This design comes from an exercise in tuning for small area, a short achievable clock period and few clock cycles per item on the open sky130 flow, not from production work. At most, simulation tests tie the RTL to the original design; equivalence was not proved.

==> 12-08 <==
// pen_event_throttle_core
module pen_event_throttle_core (
  input  logic        clk,
  input  logic        rst,
  input  logic        s_tvalid,
  output logic        s_tready,
  input  logic [63:0] s_tdata,    
  input  logic [2:0]  s_tuser,    
  output logic        m_tvalid,
  input  logic        m_tready,
  output logic [31:0] m_tdata,    
  output logic        m_tuser,    
  input  logic        cfg_valid,
  output logic        cfg_ready,
  input  logic [2:0]  cfg_index,
  input  logic [15:0] cfg_data
);
make LEC_CHECK=0 CAP_MARGIN=20 CORE_MARGIN=2 CORE_UTILIZATION=55 PLACE_DENSITY=0.75 SETUP_SLACK_MARGIN=5 SLEW_MARGIN=20 finish   # period 12.0 ns
run.sh (not shown) runs the stock make flow with config.mk's settings and CLKGATE_MAP_FILE= SYNTH_SCRIPT=/design/flow/synth_recipe.tcl, a recipe that flattens the netlist after the stock synthesis.
==> inputs of 11-21, as changes to 12-08 <==
--- a/flow/design.v
+++ b/flow/design.v
@@ -103,23 +103,10 @@
     bit12 = 1'b0;
     for (int k = 0; k < 12; k++) begin
       if (i == 4'(k)) bit12 = v[k];
     end
   endfunction
-  function automatic logic rate_chk(input logic [9:0] t_lo, input logic [9:0] l_lo,
-                                    input logic [9:0] lim, input logic eq_hi, input logic eq_hi_m1);
-    logic [11:0] a, b, c, sv, cv, y;
-    logic [10:0] x;
-    a  = {2'b0, t_lo};
-    b  = {2'b0, ~l_lo};
-    c  = ~{2'b0, lim};
-    sv = a ^ b ^ c;
-    cv = {(a[10:0] & b[10:0]) | (a[10:0] & c[10:0]) | (b[10:0] & c[10:0]), 1'b1};
-    y  = sv + cv;
-    x  = {1'b0, t_lo} + {1'b0, ~l_lo};
-    rate_chk = x[10] ? (eq_hi && (y[11] || !y[10])) : (eq_hi_m1 && y[11]);
-  endfunction
   function automatic logic [3:0] msb12(input logic [11:0] v);
     msb12 = 4'd0;
     for (int i = 1; i < 12; i++) begin
       if (v[i]) msb12 = 4'(i);
     end
@@ -149,11 +136,10 @@
       gest_lim         <= 10'd16;
       pend_s           <= 1'b0;
       pend_m           <= 1'b0;
       pend_g           <= 1'b0;
     end else begin
-      rad_hi <= (tap_radius > tap_radius_min) ? tap_radius : tap_radius_min;
       if (sq_done_s) begin
         per_scaled <= sq_scaled;
         pend_s     <= 1'b0;
       end
       if (sq_done_m) begin
@@ -166,13 +152,15 @@
       end
       if (cfg_valid) begin
         case (cfg_index)
           pet_pkg::REG_TAP_RADIUS: begin
             tap_radius <= cfg_data[11:0];
+            rad_hi     <= (cfg_data[11:0] > tap_radius_min) ? cfg_data[11:0] : tap_radius_min;
           end
           pet_pkg::REG_TAP_RADIUS_MIN: begin
             tap_radius_min <= cfg_data[11:0];
+            rad_hi         <= (tap_radius > cfg_data[11:0]) ? tap_radius : cfg_data[11:0];
           end
           pet_pkg::REG_SHRINK_PERIOD: begin
             shrink_period_ms <= cfg_data;
             pend_s           <= 1'b1;
           end
@@ -198,52 +186,43 @@
   logic [31:0] lg_t;
   logic        a_v;
   logic [2:0]  a_op;
   logic [15:0] a_x, a_y;
   logic [31:0] a_t;
-  logic [8:0]  a_dxl, a_dyl;  
-  logic [16:0] a_dx, a_dy;
   logic        e_v;
   logic [2:0]  e_op;
   logic [15:0] e_x, e_y;
   logic [31:0] e_t;
   logic        e_tdrop, e_tslow, e_long, e_tbig;
   logic        e_ismove, e_isgest;    
   logic [11:0] e_adx, e_ady;
   logic [22:0] e_touch;
   logic [21:0] e_thm1;      
-  logic        o1_v;
-  logic [32:0] o1_d;
   logic [32:0] o0_d;
-  logic        a_xfer, e_fin, take;
+  logic        a_xfer, e_fin, out_free;
   logic [15:0] ref_x, ref_y;
   logic [31:0] ref_t;
   logic [15:0] a_adx, a_ady;
   logic        a_far;
   logic [31:0] a_touch;
   logic        a_long, a_keep, a_drop;
   logic        keep_s, keep_l, drop_s, drop_l;
   assign ref_x    = lm_x;
   assign ref_y    = lm_y;
   assign ref_t    = lm_t;
-  assign a_dx     = {{ref_x[15], ref_x[15:8]} - {a_x[15], a_x[15:8]} - {8'd0, a_dxl[8]}, a_dxl[7:0]};
-  assign a_dy     = {{ref_y[15], ref_y[15:8]} - {a_y[15], a_y[15:8]} - {8'd0, a_dyl[8]}, a_dyl[7:0]};
-  assign a_adx    = a_dx[16] ? 16'(-a_dx) : a_dx[15:0];
-  assign a_ady    = a_dy[16] ? 16'(-a_dy) : a_dy[15:0];
+  assign a_adx    = abs_diff2(ref_x, a_x);
+  assign a_ady    = abs_diff2(ref_y, a_y);
   assign a_far    = a_adx[15:12] != 4'd0 || a_ady[15:12] != 4'd0;
   assign a_touch  = a_t - ref_t;
   assign a_long   = !a_touch[31] && (a_touch[30:16] != 15'd0 || a_touch[15:0] > shrink_period_ms);
   assign keep_s   = a_adx >= {4'd0, tap_radius} || a_ady >= {4'd0, tap_radius};
   assign keep_l   = a_adx >= {4'd0, rad_hi} || a_ady >= {4'd0, rad_hi};
   assign drop_s   = !a_far && neg3c({6'd0, a_adx[11:0]}, {6'd0, a_ady[11:0]}, ~{6'd0, tap_radius});
   assign drop_l   = !a_far && neg3c({6'd0, a_adx[11:0]}, {6'd0, a_ady[11:0]}, ~{6'd0, tap_radius_min});
   assign a_keep   = a_long ? keep_l : keep_s;
   assign a_drop   = a_long ? drop_l : drop_s;
-  logic [15:0] in_ref_x, in_ref_y;
-  assign in_ref_x = (a_v && a_op == OP_DOWN) ? a_x : lm_x;
-  assign in_ref_y = (a_v && a_op == OP_DOWN) ? a_y : lm_y;
-  assign s_tready = !a_v || !e_v || (e_ready && !o1_v);
+  assign s_tready = !a_v || a_xfer;
   assign a_xfer   = a_v && (!e_v || e_fin);
   always_ff @(posedge clk) begin
     if (rst) begin
       a_v <= 1'b0;
     end else if (s_tvalid && s_tready) begin
@@ -254,12 +233,10 @@
     if (s_tvalid && s_tready) begin
       a_op <= s_tuser;
       a_x  <= s_tdata[15:0];
       a_y  <= s_tdata[31:16];
       a_t  <= s_tdata[63:32];
-      a_dxl <= {1'b0, in_ref_x[7:0]} - {1'b0, s_tdata[7:0]};
-      a_dyl <= {1'b0, in_ref_y[7:0]} - {1'b0, s_tdata[23:16]};
     end
   end
   always_ff @(posedge clk) begin
     if (rst) begin
       e_v <= 1'b0;
@@ -283,21 +260,24 @@
       e_thm1  <= a_t[31:10] - 22'd1;
       e_adx   <= a_adx[11:0];
       e_ady   <= a_ady[11:0];
     end
   end
+  logic [10:0] rm_lo, rg_lo;
   logic [21:0] t_hi_m1;
   logic        rm_hi_ok, rg_hi_ok;
   logic        m_rate, g_rate, g_near, m_same;
   logic        need_trk, e_drop, e_ready;
   logic        sq_done, sq_res;
   logic [15:0] res_x, res_y;
   assign t_hi_m1  = e_thm1;
-  assign m_rate   = rate_chk(e_t[9:0], lm_t[9:0], move_lim,
-                              e_t[31:10] == lm_t[31:10], t_hi_m1 == lm_t[31:10]);
-  assign g_rate   = rate_chk(e_t[9:0], lg_t[9:0], gest_lim,
-                              e_t[31:10] == lg_t[31:10], t_hi_m1 == lg_t[31:10]);
+  assign rm_lo    = {1'b0, e_t[9:0]} + {1'b0, ~lm_t[9:0]};
+  assign rm_hi_ok = rm_lo[10] ? (e_t[31:10] == lm_t[31:10]) : (t_hi_m1 == lm_t[31:10]);
+  assign m_rate   = rm_hi_ok && rm_lo[9:0] < move_lim;
+  assign rg_lo    = {1'b0, e_t[9:0]} + {1'b0, ~lg_t[9:0]};
+  assign rg_hi_ok = rg_lo[10] ? (e_t[31:10] == lg_t[31:10]) : (t_hi_m1 == lg_t[31:10]);
+  assign g_rate   = rg_hi_ok && rg_lo[9:0] < gest_lim;
   assign g_near   = near(lg_x, e_x, tap_radius) && near(lg_y, e_y, tap_radius);
   assign m_same = e_x == lm_x && e_y == lm_y;
   assign need_trk = e_ismove && tracking && e_tslow;
   always_comb begin
     case (e_op)
@@ -306,11 +286,11 @@
       default: e_drop = 1'b0;
     endcase
   end
   assign e_ready = !(e_ismove && (tracking ? (e_tslow && !sq_done) : pend_m)) &&
                    !(e_isgest && pend_g);
-  assign e_fin   = e_v && e_ready && !o1_v;
+  assign e_fin   = e_v && e_ready && out_free;
   assign res_x   = (e_op == OP_UP && tracking) ? lm_x : e_x;
   assign res_y   = (e_op == OP_UP && tracking) ? lm_y : e_y;
   always_ff @(posedge clk) begin
     if (rst) begin
       tracking <= 1'b0;
@@ -356,30 +336,19 @@
         default: begin
         end
       endcase
     end
   end
-  assign take = m_tvalid && m_tready;
+  assign out_free = !m_tvalid || m_tready;
   always_ff @(posedge clk) begin
     if (rst) begin
       m_tvalid <= 1'b0;
-      o1_v     <= 1'b0;
-    end else begin
-      if (!m_tvalid || take) begin
-        m_tvalid <= o1_v || e_fin;
-      end
-      if (take) begin
-        o1_v <= 1'b0;
-      end else if (m_tvalid && e_fin) begin
-        o1_v <= 1'b1;
-      end
-    end
-    if (!m_tvalid || take) begin
-      o0_d <= o1_v ? o1_d : {e_drop, res_y, res_x};
+    end else if (out_free) begin
+      m_tvalid <= e_fin;
     end
-    if (m_tvalid && !take && e_fin) begin
-      o1_d <= {e_drop, res_y, res_x};
+    if (e_fin) begin
+      o0_d <= {e_drop, res_y, res_x};
     end
   end
   assign m_tdata = o0_d[31:0];
   assign m_tuser = o0_d[32];
   localparam logic [2:0] PH_IDLE = 3'd0;
@@ -403,11 +372,10 @@
   logic [2:0]  sq_ph;
   logic [1:0]  sq_job;
   logic [1:0]  sq_ksrc;
   logic [3:0]  sq_idx;
   logic [22:0] sq_opb;    
-  logic [22:0] sq_m;      
   logic [22:0] sq_x;      
   logic        sq_cl;     
   logic [11:0] sq_q;
   logic [11:0] sq_k;
   logic [26:0] sq_acc;
@@ -426,11 +394,11 @@
   assign job_lim = sq_job == J_LIMM || sq_job == J_LIMG;
   assign lim_raw = (sq_job == J_LIMG) ? gest_lim : move_lim;
   assign per_eff = (shrink_period_ms == 16'd0) ? 16'd1 : shrink_period_ms;
   assign op_a   = sq_x;
   assign op_b   = sq_opb;
-  assign op_m  = sq_m;
+  assign op_m  = job_lim ? {12'd0, {1'b0, lim_raw} + 11'd1} : per_scaled;
   assign x_sum = {1'b0, op_a, 1'b0} + {2'b0, sq_bt};
   logic [25:0] xa, xb, xm1, xm2, xs1, xc1, xs2, xc2;
   assign xa    = {2'b0, op_a, 1'b0};
   assign xb    = {3'b0, sq_bt};
   assign xm1   = ~{3'b0, op_m};
@@ -480,12 +448,10 @@
         PH_IDLE: begin
           sq_x   <= '0;
           sq_q   <= '0;
           sq_cl  <= 1'b0;
           sq_opb <= pend_s ? {7'd0, per_eff} : (pend_m || pend_g) ? 23'd1 : e_touch;
-          sq_m   <= pend_m ? {12'd0, {1'b0, move_lim} + 11'd1} :
-                    pend_g ? {12'd0, {1'b0, gest_lim} + 11'd1} : per_scaled;
           sq_bt  <= pend_s ? {7'd0, per_eff} : (pend_m || pend_g) ? 23'd1 : e_touch;
           if (pend_s) begin
             sq_job <= J_SCALE;
             sq_idx <= 4'd6;
             sq_ph  <= PH_U;
- ABC_CLOCK_PERIOD_IN_PS: unset -> 4000
- CORE_UTILIZATION: 55 -> 65
- PLACE_DENSITY: 0.75 -> unset
- TNS_END_PERCENT: unset -> 100
==> inputs of 01-03, as changes to 12-08 <==
--- a/flow/design.v
+++ b/flow/design.v
@@ -103,23 +103,10 @@
     bit12 = 1'b0;
     for (int k = 0; k < 12; k++) begin
       if (i == 4'(k)) bit12 = v[k];
     end
   endfunction
-  function automatic logic rate_chk(input logic [9:0] t_lo, input logic [9:0] l_lo,
-                                    input logic [9:0] lim, input logic eq_hi, input logic eq_hi_m1);
-    logic [11:0] a, b, c, sv, cv, y;
-    logic [10:0] x;
-    a  = {2'b0, t_lo};
-    b  = {2'b0, ~l_lo};
-    c  = ~{2'b0, lim};
-    sv = a ^ b ^ c;
-    cv = {(a[10:0] & b[10:0]) | (a[10:0] & c[10:0]) | (b[10:0] & c[10:0]), 1'b1};
-    y  = sv + cv;
-    x  = {1'b0, t_lo} + {1'b0, ~l_lo};
-    rate_chk = x[10] ? (eq_hi && (y[11] || !y[10])) : (eq_hi_m1 && y[11]);
-  endfunction
   function automatic logic [3:0] msb12(input logic [11:0] v);
     msb12 = 4'd0;
     for (int i = 1; i < 12; i++) begin
       if (v[i]) msb12 = 4'(i);
     end
@@ -149,11 +136,10 @@
       gest_lim         <= 10'd16;
       pend_s           <= 1'b0;
       pend_m           <= 1'b0;
       pend_g           <= 1'b0;
     end else begin
-      rad_hi <= (tap_radius > tap_radius_min) ? tap_radius : tap_radius_min;
       if (sq_done_s) begin
         per_scaled <= sq_scaled;
         pend_s     <= 1'b0;
       end
       if (sq_done_m) begin
@@ -166,13 +152,15 @@
       end
       if (cfg_valid) begin
         case (cfg_index)
           pet_pkg::REG_TAP_RADIUS: begin
             tap_radius <= cfg_data[11:0];
+            rad_hi     <= (cfg_data[11:0] > tap_radius_min) ? cfg_data[11:0] : tap_radius_min;
           end
           pet_pkg::REG_TAP_RADIUS_MIN: begin
             tap_radius_min <= cfg_data[11:0];
+            rad_hi         <= (tap_radius > cfg_data[11:0]) ? tap_radius : cfg_data[11:0];
           end
           pet_pkg::REG_SHRINK_PERIOD: begin
             shrink_period_ms <= cfg_data;
             pend_s           <= 1'b1;
           end
@@ -198,12 +186,11 @@
   logic [31:0] lg_t;
   logic        a_v;
   logic [2:0]  a_op;
   logic [15:0] a_x, a_y;
   logic [31:0] a_t;
-  logic [8:0]  a_dxl, a_dyl;  
-  logic [16:0] a_dx, a_dy;
+  logic [16:0] a_dx, a_dy;    
   logic        e_v;
   logic [2:0]  e_op;
   logic [15:0] e_x, e_y;
   logic [31:0] e_t;
   logic        e_tdrop, e_tslow, e_long, e_tbig;
@@ -223,12 +210,10 @@
   logic        a_long, a_keep, a_drop;
   logic        keep_s, keep_l, drop_s, drop_l;
   assign ref_x    = lm_x;
   assign ref_y    = lm_y;
   assign ref_t    = lm_t;
-  assign a_dx     = {{ref_x[15], ref_x[15:8]} - {a_x[15], a_x[15:8]} - {8'd0, a_dxl[8]}, a_dxl[7:0]};
-  assign a_dy     = {{ref_y[15], ref_y[15:8]} - {a_y[15], a_y[15:8]} - {8'd0, a_dyl[8]}, a_dyl[7:0]};
   assign a_adx    = a_dx[16] ? 16'(-a_dx) : a_dx[15:0];
   assign a_ady    = a_dy[16] ? 16'(-a_dy) : a_dy[15:0];
   assign a_far    = a_adx[15:12] != 4'd0 || a_ady[15:12] != 4'd0;
   assign a_touch  = a_t - ref_t;
   assign a_long   = !a_touch[31] && (a_touch[30:16] != 15'd0 || a_touch[15:0] > shrink_period_ms);
@@ -254,12 +239,12 @@
     if (s_tvalid && s_tready) begin
       a_op <= s_tuser;
       a_x  <= s_tdata[15:0];
       a_y  <= s_tdata[31:16];
       a_t  <= s_tdata[63:32];
-      a_dxl <= {1'b0, in_ref_x[7:0]} - {1'b0, s_tdata[7:0]};
-      a_dyl <= {1'b0, in_ref_y[7:0]} - {1'b0, s_tdata[23:16]};
+      a_dx <= {in_ref_x[15], in_ref_x} - {s_tdata[15], s_tdata[15:0]};
+      a_dy <= {in_ref_y[15], in_ref_y} - {s_tdata[31], s_tdata[31:16]};
     end
   end
   always_ff @(posedge clk) begin
     if (rst) begin
       e_v <= 1'b0;
@@ -283,21 +268,24 @@
       e_thm1  <= a_t[31:10] - 22'd1;
       e_adx   <= a_adx[11:0];
       e_ady   <= a_ady[11:0];
     end
   end
+  logic [10:0] rm_lo, rg_lo;
   logic [21:0] t_hi_m1;
   logic        rm_hi_ok, rg_hi_ok;
   logic        m_rate, g_rate, g_near, m_same;
   logic        need_trk, e_drop, e_ready;
   logic        sq_done, sq_res;
   logic [15:0] res_x, res_y;
   assign t_hi_m1  = e_thm1;
-  assign m_rate   = rate_chk(e_t[9:0], lm_t[9:0], move_lim,
-                              e_t[31:10] == lm_t[31:10], t_hi_m1 == lm_t[31:10]);
-  assign g_rate   = rate_chk(e_t[9:0], lg_t[9:0], gest_lim,
-                              e_t[31:10] == lg_t[31:10], t_hi_m1 == lg_t[31:10]);
+  assign rm_lo    = {1'b0, e_t[9:0]} + {1'b0, ~lm_t[9:0]};
+  assign rm_hi_ok = rm_lo[10] ? (e_t[31:10] == lm_t[31:10]) : (t_hi_m1 == lm_t[31:10]);
+  assign m_rate   = rm_hi_ok && rm_lo[9:0] < move_lim;
+  assign rg_lo    = {1'b0, e_t[9:0]} + {1'b0, ~lg_t[9:0]};
+  assign rg_hi_ok = rg_lo[10] ? (e_t[31:10] == lg_t[31:10]) : (t_hi_m1 == lg_t[31:10]);
+  assign g_rate   = rg_hi_ok && rg_lo[9:0] < gest_lim;
   assign g_near   = near(lg_x, e_x, tap_radius) && near(lg_y, e_y, tap_radius);
   assign m_same = e_x == lm_x && e_y == lm_y;
   assign need_trk = e_ismove && tracking && e_tslow;
   always_comb begin
     case (e_op)
- ABC_CLOCK_PERIOD_IN_PS: unset -> 4000
- PLACE_DENSITY: 0.75 -> unset
- TNS_END_PERCENT: unset -> 100
==> inputs of 11-13, as changes to 12-08 <==
--- a/flow/design.v
+++ b/flow/design.v
@@ -103,23 +103,10 @@
     bit12 = 1'b0;
     for (int k = 0; k < 12; k++) begin
       if (i == 4'(k)) bit12 = v[k];
     end
   endfunction
-  function automatic logic rate_chk(input logic [9:0] t_lo, input logic [9:0] l_lo,
-                                    input logic [9:0] lim, input logic eq_hi, input logic eq_hi_m1);
-    logic [11:0] a, b, c, sv, cv, y;
-    logic [10:0] x;
-    a  = {2'b0, t_lo};
-    b  = {2'b0, ~l_lo};
-    c  = ~{2'b0, lim};
-    sv = a ^ b ^ c;
-    cv = {(a[10:0] & b[10:0]) | (a[10:0] & c[10:0]) | (b[10:0] & c[10:0]), 1'b1};
-    y  = sv + cv;
-    x  = {1'b0, t_lo} + {1'b0, ~l_lo};
-    rate_chk = x[10] ? (eq_hi && (y[11] || !y[10])) : (eq_hi_m1 && y[11]);
-  endfunction
   function automatic logic [3:0] msb12(input logic [11:0] v);
     msb12 = 4'd0;
     for (int i = 1; i < 12; i++) begin
       if (v[i]) msb12 = 4'(i);
     end
@@ -198,12 +185,11 @@
   logic [31:0] lg_t;
   logic        a_v;
   logic [2:0]  a_op;
   logic [15:0] a_x, a_y;
   logic [31:0] a_t;
-  logic [8:0]  a_dxl, a_dyl;  
-  logic [16:0] a_dx, a_dy;
+  logic [16:0] a_dx, a_dy;    
   logic        e_v;
   logic [2:0]  e_op;
   logic [15:0] e_x, e_y;
   logic [31:0] e_t;
   logic        e_tdrop, e_tslow, e_long, e_tbig;
@@ -223,12 +209,10 @@
   logic        a_long, a_keep, a_drop;
   logic        keep_s, keep_l, drop_s, drop_l;
   assign ref_x    = lm_x;
   assign ref_y    = lm_y;
   assign ref_t    = lm_t;
-  assign a_dx     = {{ref_x[15], ref_x[15:8]} - {a_x[15], a_x[15:8]} - {8'd0, a_dxl[8]}, a_dxl[7:0]};
-  assign a_dy     = {{ref_y[15], ref_y[15:8]} - {a_y[15], a_y[15:8]} - {8'd0, a_dyl[8]}, a_dyl[7:0]};
   assign a_adx    = a_dx[16] ? 16'(-a_dx) : a_dx[15:0];
   assign a_ady    = a_dy[16] ? 16'(-a_dy) : a_dy[15:0];
   assign a_far    = a_adx[15:12] != 4'd0 || a_ady[15:12] != 4'd0;
   assign a_touch  = a_t - ref_t;
   assign a_long   = !a_touch[31] && (a_touch[30:16] != 15'd0 || a_touch[15:0] > shrink_period_ms);
@@ -254,12 +238,12 @@
     if (s_tvalid && s_tready) begin
       a_op <= s_tuser;
       a_x  <= s_tdata[15:0];
       a_y  <= s_tdata[31:16];
       a_t  <= s_tdata[63:32];
-      a_dxl <= {1'b0, in_ref_x[7:0]} - {1'b0, s_tdata[7:0]};
-      a_dyl <= {1'b0, in_ref_y[7:0]} - {1'b0, s_tdata[23:16]};
+      a_dx <= {in_ref_x[15], in_ref_x} - {s_tdata[15], s_tdata[15:0]};
+      a_dy <= {in_ref_y[15], in_ref_y} - {s_tdata[31], s_tdata[31:16]};
     end
   end
   always_ff @(posedge clk) begin
     if (rst) begin
       e_v <= 1'b0;
@@ -283,21 +267,24 @@
       e_thm1  <= a_t[31:10] - 22'd1;
       e_adx   <= a_adx[11:0];
       e_ady   <= a_ady[11:0];
     end
   end
+  logic [10:0] rm_lo, rg_lo;
   logic [21:0] t_hi_m1;
   logic        rm_hi_ok, rg_hi_ok;
   logic        m_rate, g_rate, g_near, m_same;
   logic        need_trk, e_drop, e_ready;
   logic        sq_done, sq_res;
   logic [15:0] res_x, res_y;
   assign t_hi_m1  = e_thm1;
-  assign m_rate   = rate_chk(e_t[9:0], lm_t[9:0], move_lim,
-                              e_t[31:10] == lm_t[31:10], t_hi_m1 == lm_t[31:10]);
-  assign g_rate   = rate_chk(e_t[9:0], lg_t[9:0], gest_lim,
-                              e_t[31:10] == lg_t[31:10], t_hi_m1 == lg_t[31:10]);
+  assign rm_lo    = {1'b0, e_t[9:0]} + {1'b0, ~lm_t[9:0]};
+  assign rm_hi_ok = rm_lo[10] ? (e_t[31:10] == lm_t[31:10]) : (t_hi_m1 == lm_t[31:10]);
+  assign m_rate   = rm_hi_ok && rm_lo[9:0] < move_lim;
+  assign rg_lo    = {1'b0, e_t[9:0]} + {1'b0, ~lg_t[9:0]};
+  assign rg_hi_ok = rg_lo[10] ? (e_t[31:10] == lg_t[31:10]) : (t_hi_m1 == lg_t[31:10]);
+  assign g_rate   = rg_hi_ok && rg_lo[9:0] < gest_lim;
   assign g_near   = near(lg_x, e_x, tap_radius) && near(lg_y, e_y, tap_radius);
   assign m_same = e_x == lm_x && e_y == lm_y;
   assign need_trk = e_ismove && tracking && e_tslow;
   always_comb begin
     case (e_op)
- CTS_BUF_LIST: unset -> sky130_fd_sc_hd__clkbuf_4 sky130_fd_sc_hd__clkbuf_8
- CTS_CLUSTER_SIZE: unset -> 30
- PLACE_DENSITY: 0.75 -> unset
==> flow_summary.rst <==
.. list-table::
   :header-rows: 1

   * - Metric
     - Value
   * - Outcome
     - timing/DRC/antenna clean
   * - Top cell type's share of synthesized area
     - between 20 and 30%
   * - Die width
     - slightly above 300 um
   * - Largest registers
     - o0_d: 33 flops, o1_d: 33 flops
   * - Number of global-route vias before repair
     - roughly 38000
   * - Synthesized netlist cell count
     - 5325
   * - Maximum number of pins on one net before global-route repair
     - 74
   * - Register-to-register setup slack
     - between 6000 and 7000 ps
   * - Final worst-path cycle share
     - 45.8%
   * - Netlist Area Pre-Place
     - 0.0500 mm2
   * - WHS Endpoint
     - per_scaled[18]
   * - Sort of element at the end of the critical path
     - flop
Source of the figures above: 01-03

==> flow_summary.rst <==
.. list-table::
   :header-rows: 1

   * - Metric
     - Value
   * - Post-synthesis area per instance
     - 9.33 um2
   * - Top cell type's share of synthesized area
     - 28.0%
   * - Maximum number of pins on one net before global-route repair
     - 76
   * - Largest registers
     - o0_d: 33 flops, o1_d: 33 flops
   * - Die width
     - between 300 and 400 um
   * - Sort of element at the end of the critical path
     - primary output
   * - Final worst-path cycle share
     - 48.6%
   * - Routability congestion estimate from global placement
     - 0.933
   * - WHS Endpoint
     - per_scaled[19]
   * - Number of global-route vias before repair
     - about 39000
   * - Synthesized netlist cell count
     - 5311
   * - Outcome
     - timing/DRC/antenna clean
   * - Routed Antenna Nets
     - 0
   * - Register-to-register setup slack
     - 6410 ps
   * - Final Core Density
     - between 60% and 70%
Source of the figures above: 11-13

==> flow_summary.rst <==
.. list-table::
   :header-rows: 1

   * - Metric
     - Value
   * - Outcome
     - timing/DRC/antenna clean
   * - Startpoint kind of the worst setup timing path
     - primary input
   * - Number of sinks on the clock net
     - a little over 600
   * - Die width
     - approximately 270 um
   * - Number of global-route vias before repair
     - 38878
   * - CP Capture Point
     - s_tready
   * - Synthesized netlist cell count
     - 5213
   * - Register-to-register setup slack
     - between 5000 and 6000 ps
   * - Netlist Area Pre-Place
     - 0.0476 mm2
   * - Final worst-path cycle share
     - between 50 and 60%
   * - Average wire per cell in the routed design
     - 22.5 um
   * - Number of buffers inserted during clock tree synthesis
     - 71
   * - WHS Endpoint
     - rad_hi[5]
Source of the figures above: 11-21

==> flow_summary.rst <==
.. list-table::
   :header-rows: 1

   * - Metric
     - Value
   * - Tapcell Cnt
     - 1155
   * - WHS Endpoint
     - per_scaled[12]
   * - Arrival time at the worst endpoint
     - 6460 ps
   * - Register-to-register setup slack
     - 5910 ps
   * - Wire length of the first global-routing pass
     - 215000 um
   * - Die width
     - 300 um
   * - Count of hold-fix buffers inserted at cts
     - 0
   * - Largest registers
     - o0_d: 33 flops, o1_d: 33 flops
   * - Outcome
     - timing/DRC/antenna clean
   * - Final critical delay including setup and external delays
     - between 6000 and 7000 ps
   * - Final HPWL DP
     - 103000 um
   * - Hold wc startpoint
     - per_scaled[12]
   * - Number of global-route vias before repair
     - 37734
   * - Maximum number of pins on one net before global-route repair
     - 84
   * - Synthesized netlist cell count
     - 5064
   * - Top cell type's share of synthesized area
     - 27.7%
   * - Pre-CTS setup slack
     - 5990 ps
   * - Final worst-path cycle share
     - about half
Source of the figures above: 12-08

Testbench counts of 12-08, summed over its fixed seeds: cycles 3,346, items 2,459.
Testbench counts of 11-13, summed over its fixed seeds: cycles 3,346, items 2,459.
The RTL of 11-21 and 01-03 was laid out without a check of its function.

==> port drivers added, routing unchanged <==
The flow's constraints put no driver on any port. The routed layouts listed below were extracted and timed again, unchanged, in two steps.
Step 1: set_driving_cell puts a clkbuf_16 on clk and a buf_2 on each other input, an assumption about the parent block.
Step 2 times the ports against the registers' clock, not the clock port: input delays grow and output delays shrink by t, the midpoint of the rising clock arrivals with the driver on.
Three values: no drivers, after step 1, after step 2; two values: the first two.
run | shift t [ns] | setup WS [ns] | worst setup path after step 2
12-08 | 0.706 | 5.910 / 5.910 / 5.910 | register to register
11-21 | 0.696 | 5.282 / 5.261 / 5.261 | input to output
01-03 | 0.741 | 6.504 / 6.504 / 6.151 | input to register
11-13 | 0.840 | 6.171 / 6.103 / 6.124 | input to register
After both steps setup and hold are still met in every run listed. For 01-03, which loses most, drivers alone change the setup slack by 0.000 ns; drivers and shift together by -0.353 ns.
